From an optimization exercise on the open Yosys and OpenROAD flow, aimed at small area; shortcuts taken in it are not production practice. At most, simulation tests tie the RTL to the original design; equivalence was not proved. Power is estimated from default activity; no workload was simulated.

Setup of run A:
// systolic_array
module systolic_array
(
    input  logic                      clk_in,
    input  logic                      rst_in,
    input  logic                      load_weight_in,
    input  systolic_pkg::weight_t     weight_in,
    input  systolic_pkg::act_t  [3:0] act_col_in,
    input  systolic_pkg::psum_t [3:0] psum_row_in,
    output systolic_pkg::psum_t [3:0] psum_row_out,
    output systolic_pkg::act_t  [3:0] act_col_out
);
clock: 5.4 ns
lec_check: 0
cap_margin: 0
core_margin: 2
core_utilization: 70
gpl_timing_driven: 0
slew_margin: 0
synth_hierarchical: 1
standard.sh (not shown) runs the stock make flow with config.mk's settings and CLKGATE_MAP_FILE= SYNTH_SCRIPT=/design/flow/synth_recipe.tcl, a recipe that flattens the netlist after the stock synthesis.
==> flow/flow/run.sh <==
#!/bin/bash
# Layout flow: the standard ORFS flow (standard.sh, standard synthesis
# unchanged) with layout-only changes:
#  - the buffers synthesis left are removed at floorplan (REMOVE_ABC_BUFFERS),
#    and global placement is not timing-driven; timing is repaired after CTS
#    as in the standard flow;
#  - the port buffers that placement inserts use the smallest buffer cell
#    (every input and output port still gets its own buffer);
#  - clock tree synthesis inserts no dummy loads, uses clkbuf_8 and clusters
#    up to 16 sinks within 80 um.
# make's full output goes to standard.log in the work folder; ORFS keeps each
# tool's own log under orfs/logs/.
set -euo pipefail
bash standard.sh \
    "REMOVE_ABC_BUFFERS=1" \
    "BUFFER_PORTS_ARGS=-buffer_cell sky130_fd_sc_hd__buf_1" \
    "CTS_ARGS=-sink_clustering_enable -repair_clock_nets -dont_use_dummy_load -buf_list sky130_fd_sc_hd__clkbuf_8 -sink_clustering_size 16 -sink_clustering_max_diameter 80" \
    finish > standard.log 2>&1
Edits applied to the flow inputs when going from run A to run B:
Settings: SETUP_SLACK_MARGIN newly set to 0.1; CORE_UTILIZATION changed from 70 to 65.
[summary]
- [compare] base=run A new=run B: power per standard cell area has decreased; final clock period utilization by the worst path went down by 1.8 points; total power neither gained nor lost much; met3 wirelength from detailed routing rose by about 2.4%.
- Sort run B and run A by multi-input combinational area share, descending, and run A comes first.
- Looking at number of global-route vias before repair, run B sits about 0.9% below run A.
- Sequential share of layout area essentially unchanged between run A and run B.
- Summary of run B over run A: first-pass iteration count of the detailed router shows no meaningful change; area growth from synthesis to layout higher; die area climbed 7.6%.

---

## v49
Another version of the RTL of systolic_array (not shown whole).
Size: roughly 4000 cells after synthesis, roughly 530 flip-flops, ~240 I/O pins.
==> flow/config.mk <==
export PLATFORM = sky130hd
export DESIGN_NAME = systolic_array
export DESIGN_NICKNAME = systolic_array
export VERILOG_FILES = /design/flow/design.v
export SDC_FILE = /design/flow/constraint.sdc
export NUM_CORES = 4
export LEC_CHECK = 0
export CAP_MARGIN = 0
export CORE_MARGIN = 2
export CORE_UTILIZATION = 60
export GPL_TIMING_DRIVEN = 0
export SLEW_MARGIN = 0
export SYNTH_HIERARCHICAL = 1
==> flow/constraint.sdc <==
create_clock -name core_clock -period 5.4 [get_ports {clk_in}]
set_input_delay 1.0800 -clock core_clock [delete_from_list [all_inputs] [get_ports {clk_in}]]
set_output_delay 1.0800 -clock core_clock [all_outputs]
set_load 0.01 [all_outputs]
==> flow/flow/run.sh <==
#!/bin/bash
# Layout flow: the standard ORFS flow (standard.sh, standard synthesis
# unchanged) with layout-only changes:
#  - the buffers synthesis left are removed at floorplan (REMOVE_ABC_BUFFERS),
#    and global placement is not timing-driven; timing is repaired after CTS
#    as in the standard flow;
#  - the port buffers that placement inserts use the smallest buffer cell
#    (every input and output port still gets its own buffer);
#  - clock tree synthesis inserts no dummy loads and clusters up to 20 sinks.
# make's full output goes to standard.log in the work folder; ORFS keeps each
# tool's own log under orfs/logs/.
set -euo pipefail
bash standard.sh \
    "REMOVE_ABC_BUFFERS=1" \
    "BUFFER_PORTS_ARGS=-buffer_cell sky130_fd_sc_hd__buf_1" \
    "CTS_ARGS=-sink_clustering_enable -repair_clock_nets -dont_use_dummy_load -sink_clustering_size 20 -sink_clustering_max_diameter 100" \
    finish > standard.log 2>&1
v49: PASS, flow complete, no timing, DRC or antenna violations
Setup changes, v49 to v18
Settings: clearing GPL_TIMING_DRIVEN, which used to be 0.
==> flow/flow/run.sh <==
#!/bin/bash
# Layout flow: the standard ORFS flow (standard.sh, standard synthesis
# unchanged) with two layout-only changes:
#  - the port buffers that placement inserts use the smallest buffer cell
#    (every input and output port still gets its own buffer);
#  - clock tree synthesis inserts no dummy loads.
# make's full output goes to standard.log in the work folder; ORFS keeps each
# tool's own log under orfs/logs/.
set -euo pipefail
bash standard.sh \
    "BUFFER_PORTS_ARGS=-buffer_cell sky130_fd_sc_hd__buf_1" \
    "CTS_ARGS=-sink_clustering_enable -repair_clock_nets -dont_use_dummy_load" \
    finish > standard.log 2>&1
==> comparison <==
Between v49 and v18, the flow reports post-layout total power increasing by a few percent.
Launching element of the worst setup path = act_d[10][4]: v18; launching element of the worst setup path = act_d[16][4]: v49
Per the comparison of v18 with v49, post-detailed-route via-to-cell ratio lower, final cell count now sits higher, met2 routed wirelength picked up an extra 2300 um, hold slack higher.
Modified inputs, v43 compared to v18
Settings: CORE_UTILIZATION now 70, was 60; GPL_TIMING_DRIVEN now 0, previously not set.
==> flow/flow/run.sh <==
#!/bin/bash
# Layout flow: the standard ORFS flow (standard.sh, standard synthesis
# unchanged) with layout-only changes:
#  - the buffers synthesis left are removed at floorplan (REMOVE_ABC_BUFFERS),
#    and global placement is not timing-driven; timing is repaired after CTS
#    as in the standard flow;
#  - the port buffers that placement inserts use the smallest buffer cell
#    (every input and output port still gets its own buffer);
#  - clock tree synthesis inserts no dummy loads, uses clkbuf_8 and clusters
#    up to 16 sinks within 80 um.
# make's full output goes to standard.log in the work folder; ORFS keeps each
# tool's own log under orfs/logs/.
set -euo pipefail
bash standard.sh \
    "REMOVE_ABC_BUFFERS=1" \
    "BUFFER_PORTS_ARGS=-buffer_cell sky130_fd_sc_hd__buf_1" \
    "CTS_ARGS=-sink_clustering_enable -repair_clock_nets -dont_use_dummy_load -buf_list sky130_fd_sc_hd__clkbuf_8 -sink_clustering_size 16 -sink_clustering_max_diameter 80" \
    finish > standard.log 2>&1
Results
- Compared v43 vs v18, and post-detailed-routing wire length is down in v43.
- Compared to v18, v43 has data required time of the critical path 0.02 ns higher.
- v18 has higher cell row count than v43.
- v43 vs v18 — switching power summed over all nets dropped 5.3%.
diff inputs: v43 => v11
Settings: GPL_TIMING_DRIVEN: 0 -> unset; CORE_UTILIZATION: 70 -> 60.
==> flow/flow/run.sh <==
#!/bin/bash
# Layout flow: the standard ORFS flow (standard.sh, standard synthesis
# unchanged) with two layout-only changes:
#  - the port buffers that placement inserts use the smallest buffer cell
#    (every input and output port still gets its own buffer);
#  - clock tree synthesis inserts no dummy loads.
# make's full output goes to standard.log in the work folder; ORFS keeps each
# tool's own log under orfs/logs/.
set -euo pipefail
bash standard.sh \
    "BUFFER_PORTS_ARGS=-buffer_cell sky130_fd_sc_hd__buf_1" \
    "CTS_ARGS=-sink_clustering_enable -repair_clock_nets -dont_use_dummy_load -sink_clustering_size 20 -sink_clustering_max_diameter 100" \
    finish > standard.log 2>&1
Findings:
Compared with v43, routed wire length in v11 increased by a few percent. Between v43 and v11, maximum clock frequency increased. Sort v43 and v11 by per-cell via count in the routed design, descending, and v43 comes first. Total non-filler cell area in the finished layout in v11 is about 2.1% above v43. The die area reported for v11 is greater than that of v43 by about 16%. As far as part of the power in combinational logic is concerned, v11 and v43 perform about the same.
[inputs] v28 vs v11
Settings: putting GPL_TIMING_DRIVEN at 0 where nothing was set.
==> flow/flow/run.sh <==
#!/bin/bash
# Layout flow: the standard ORFS flow (standard.sh, standard synthesis
# unchanged) with layout-only changes:
#  - the buffers synthesis left are removed at floorplan (REMOVE_ABC_BUFFERS),
#    and global placement is not timing-driven; timing is repaired after CTS
#    as in the standard flow;
#  - the port buffers that placement inserts use the smallest buffer cell
#    (every input and output port still gets its own buffer);
#  - clock tree synthesis inserts no dummy loads, uses clkbuf_8 and clusters
#    up to 16 sinks within 80 um.
# make's full output goes to standard.log in the work folder; ORFS keeps each
# tool's own log under orfs/logs/.
set -euo pipefail
bash standard.sh \
    "REMOVE_ABC_BUFFERS=1" \
    "BUFFER_PORTS_ARGS=-buffer_cell sky130_fd_sc_hd__buf_1" \
    "CTS_ARGS=-sink_clustering_enable -repair_clock_nets -dont_use_dummy_load -buf_list sky130_fd_sc_hd__clkbuf_8 -sink_clustering_size 16 -sink_clustering_max_diameter 80" \
    finish > standard.log 2>&1
--- outcome ---
- When v28 is measured against v11, its hold slack turns out 0.078 ns lower.
- The worst setup slack of v28 was inferior to that of v11.
- v28: final cycle utilization of the critical path is 0.59 points higher than what v11 reported.
- Lower final instance area was reported by v28, not v11.
- The final reports for v28 and v11 show data arrival at the endpoint of the critical path higher in the former.
- Wire length of the first global-routing pass (v28 over v11): decrease, 1.9%

---

## main
Another version of the RTL of systolic_array (not shown whole).
Size in the first run: roughly 4,000 cells after synthesis, roughly 240 I/O pins, roughly 52,000 um^2 of cells after synthesis.
==> flow/config.mk <==
export PLATFORM = sky130hd
export DESIGN_NAME = systolic_array
export DESIGN_NICKNAME = systolic_array
export VERILOG_FILES = /design/flow/design.v
export SDC_FILE = /design/flow/constraint.sdc
export NUM_CORES = 4
export LEC_CHECK = 0
export CAP_MARGIN = 0
export CORE_MARGIN = 2
export CORE_UTILIZATION = 60
export SLEW_MARGIN = 0
export SYNTH_HIERARCHICAL = 1
==> flow/constraint.sdc <==
create_clock -name core_clock -period 5.4 [get_ports {clk_in}]
set_input_delay 1.0800 -clock core_clock [delete_from_list [all_inputs] [get_ports {clk_in}]]
set_output_delay 1.0800 -clock core_clock [all_outputs]
set_load 0.01 [all_outputs]
run.sh (not shown) runs the stock make flow with config.mk's settings and CLKGATE_MAP_FILE= SYNTH_SCRIPT=/design/flow/synth_recipe.tcl, a recipe that flattens the netlist after the stock synthesis.
Stock flow here: none of the scripts above is used.
main went all the way through synthesis, placement and routing and the layout is clean on timing, DRC and antenna.
[inputs] the feature branch vs main
==> flow/flow/run.sh (new file) <==
#!/bin/bash
# Layout flow: the standard ORFS flow (standard.sh, standard synthesis
# unchanged) with two layout-only changes:
#  - the port buffers that placement inserts use the smallest buffer cell
#    (every input and output port still gets its own buffer);
#  - clock tree synthesis inserts no dummy loads.
# make's full output goes to standard.log in the work folder; ORFS keeps each
# tool's own log under orfs/logs/.
set -euo pipefail
bash standard.sh \
    "BUFFER_PORTS_ARGS=-buffer_cell sky130_fd_sc_hd__buf_1" \
    "CTS_ARGS=-sink_clustering_enable -repair_clock_nets -dont_use_dummy_load" \
    finish > standard.log 2>&1
==> flow/standard.sh (new file) <==
#!/bin/bash
# synth_recipe.tcl (not shown) runs the flow's synth.tcl, then flattens the netlist and writes it again
# the make line also repeats each setting of config.mk as NAME=value (left out here)
make -C /OpenROAD-flow-scripts/flow DESIGN_CONFIG=/design/flow/config.mk WORK_HOME=/design/flow/orfs CLKGATE_MAP_FILE= SYNTH_SCRIPT=/design/flow/synth_recipe.tcl "${@:-finish}"
removed: flow/run.sh
Notes after the runs:
Per the final summary, the feature branch finished and its layout is clean on timing, DRC and antenna.
The feature branch: wire length is 5.8% lower than what main reported.
Sequential share of cell area came out higher on the feature branch than on main.
Max non-clock buffer count across main and the feature branch: the feature branch
Min last weighted congestion value of the routability-driven placer across main and the feature branch: the feature branch
In the feature branch the register-to-register slack turned out 0.17 ns higher than in main.
No functional check of the RTL was part of any run of this note.

## re-timing with driven ports
Ports are ideal in the flow. The routed layouts listed here were re-timed in OpenROAD.
Step 1 assumes that a clkbuf_16 drives the clock port and a buf_2 every other input.
Step 2 moves the port delays by t, midway between the first and last clock arrival at a register: inputs arrive t later, outputs are due t later. That takes back most of the time a late clock gives input paths.
Three values: no drivers, after step 1, after step 2; two values: the first two.
run	t, ns	slack for setup (ns)	worst register clock-pin slew, ns
run A	0.739	0.066 / 0.066 / 0.066	0.11 / 0.11
run B	0.724	0.163 / 0.163 / 0.163	0.11 / 0.11
v49	0.658	0.156 / 0.156 / 0.156	0.09 / 0.09
v18	0.712	0.248 / 0.248 / 0.248	0.07 / 0.07
v43	0.734	0.123 / 0.123 / 0.123	0.10 / 0.10
v11	0.645	0.199 / 0.199 / 0.199	0.09 / 0.09
v28	0.763	0.167 / 0.167 / 0.167	0.10 / 0.10
main	0.718	0.116 / 0.116 / 0.116	0.07 / 0.07
the feature branch	0.722	0.289 / 0.289 / 0.289	0.06 / 0.06
After both steps setup and hold are still met in every run listed.
